Source: an optimization exercise on an open RTL-to-GDS flow (aim: a short achievable clock period and few clock cycles). Production flows keep margins and buffers that such runs may drop.
Only simulation tests tie the RTL to the original design; equivalence was not proved.
Power and IR drop assume default switching activity.

## run a
Design dcache, start of the top module:
module dcache (
  input  logic              CLK,
  input  logic              rst,
  input  logic              halt,
  input  logic              dmem_ren,
  input  logic              dmem_wen,
  input  dcache_pkg::addr_t dmem_addr,
  input  dcache_pkg::word_t dmem_store,
  output logic              dhit,
  output logic              flushed,
  output dcache_pkg::word_t dmem_load,
  output logic              dread,
  output logic              dwrite,
  output dcache_pkg::addr_t daddr,
  output dcache_pkg::word_t dstore,
  input  logic              dwait,
  input  dcache_pkg::word_t dload
);
  localparam int NS          = 8;
  localparam int NE          = 2 * NS;              
  localparam int TW          = 26;
  localparam int NWB         = 8;                   
  localparam int WB_HI       = 6;                   
  localparam int WCW         = 4;                   
  localparam bit STORE_FAST  = 1'b1;                
  localparam bit LOAD_BYPASS = 1'b1;                
  localparam logic [1:0] SRC_FETCH = 2'd0;
  localparam logic [1:0] SRC_WB    = 2'd1;
  localparam logic [1:0] SRC_CLEAN = 2'd2;
  localparam logic [1:0] SRC_CNT   = 2'd3;
  logic [NE-1:0]             valid_q;
  logic [NE-1:0][TW-1:0]     tag_q;
  logic [NE-1:0][1:0]        pres_q;      
  logic [NE-1:0][1:0]        dirty_q;     
  logic [NE-1:0][1:0][31:0]  data_q;
  logic [NS-1:0]             lru_q;       
  logic [NWB-1:0]            wv_q;
  logic [NWB-1:0][28:0]      wa_q;        
  logic [NWB-1:0][1:0]       wd_q;        
  logic [NWB-1:0][1:0]       wp_q;        
  logic [NWB-1:0][1:0][31:0] wdat_q;
  logic                      urg_q;       
  logic                      okst_q;      
  logic                      pv_q;        
  logic                      dread_q;
  ...
clock: 7.5 ns
lec_check: 0
abc_clock_period_in_ps: 2500
cap_margin: 20
core_margin: 2
core_utilization: 25
gpl_routability_driven: 1
setup_slack_margin: 4.5
slew_margin: 20
tns_end_percent: 10
standard.sh (not shown) runs the stock make flow with config.mk's settings and CLKGATE_MAP_FILE= SYNTH_SCRIPT=/design/flow/synth_recipe.tcl, a recipe that flattens the netlist after the stock synthesis.
==> flow/flow/run.sh <==
#!/bin/bash
# Layout: the standard ORFS flow (standard.sh, unchanged synthesis) with two resizer
# settings changed:
#  - MATCH_CELL_FOOTPRINT=0 lets repair_design and repair_timing choose any drive strength
#    (the platform default only swaps a cell for one with the same footprint);
#  - every input and output port is still buffered, with buf_4 instead of the default
#    clkdlybuf4s50_1 delay cell.
# make's full output goes to standard_finish.log; ORFS keeps each step's log under orfs/logs/.
set -euo pipefail
bash standard.sh MATCH_CELL_FOOTPRINT=0 "BUFFER_PORTS_ARGS=-buffer_cell sky130_fd_sc_hd__buf_4" finish \
  > standard_finish.log 2>&1
The flow for run a finished, though final verification flagged max-capacitance violations, max-slew violations.
Testbench counts of run a, summed over its fixed seeds: cycles 31,056.
Setup changes, run a to run b
--- a/flow/design.v
+++ b/flow/design.v
@@ -200,17 +200,17 @@
   logic acc_fl, acc_arrive, acc_inflight, acc_pres, fwd;
   assign acc_fl       = acc_q && pwant_q && (|(xf_k & acc_e_q));
   assign acc_arrive   = acc_fl && !dwait;
   assign acc_inflight = acc_fl && dwait;
   assign acc_pres     = |(acc_e_q & pres_k);
   logic acc_rdy;
   assign acc_rdy      = |(acc_e_q & pres_k & ~rc_k);
   assign fwd          = LOAD_BYPASS && fwd_arm_q && !dwait;
-  assign dhit      = !halt && ((STORE_FAST && dmem_wen && okst_q) || (req && (rdy_q || fwd)));
+  assign dhit      = !halt && ((STORE_FAST && dmem_wen && okst_q) || rdy_q || fwd);
   assign dmem_load = (LOAD_BYPASS && fwd_arm_q) ? dload : ld_q;
   assign flushed   = flushed_q;
   assign dread     = dread_q;
   assign dwrite    = dwrite_q;
   assign daddr     = {pa_q, 2'b00};
   assign dstore    = pdat_q;
   logic [31:0] way_data, d0, d1;
   always_comb begin
Results
In the reports for run b and run a, the smaller fraction of the mapped netlist area in simple logic gates belongs to run a. Summary across run b and run a: the single failing run is run a. Any difference in sequential area share after synthesis between run a and run b is small enough to ignore. Delta (run b minus run a): layout-stage area growth over the synthesis result fell 1.8 points, placeable core area about even. The time the worst path needs with I/O delays and setup of run b was inferior to that of run a. Comparing post-place setup slack for run b and run a, the smaller number came from run a. Final cell count, run b and run a, lower one = run a. Changes observed in run b relative to run a: end-of-flow core utilization fell 0.39 points; synthesized cell count moved up. Power share of the clock group on run b is down relative to run a.
Testbench counts of run b, summed over its fixed seeds: cycles 31,056.

separate check: timing with driven ports:
How much do the figures lean on ideal ports? The routed layouts below were timed once more, with nothing changed but the port constraints. Step 1 assumes that a clkbuf_16 drives the clock port and a buf_2 every other input. Step 2 adds t to the input delays and takes it off the output delays; t is the mean of the earliest and latest rising clock arrival at the registers after step 1. Input paths then give back, and output paths get back, about the clock's delay inside the block. Three values: ideal, step 1, step 2; two values: the first two.
run | t, ns | setup WS [ns] | slew at the worst register clock pin (ns)
run a | 1.146 | 3.180 / 3.022 / 1.876 | 0.07 / 0.07
run b | 1.071 | 3.124 / 2.908 / 1.870 | 0.08 / 0.08
For run a, which loses most, drivers alone change the setup slack by -0.158 ns; drivers and shift together by -1.304 ns.
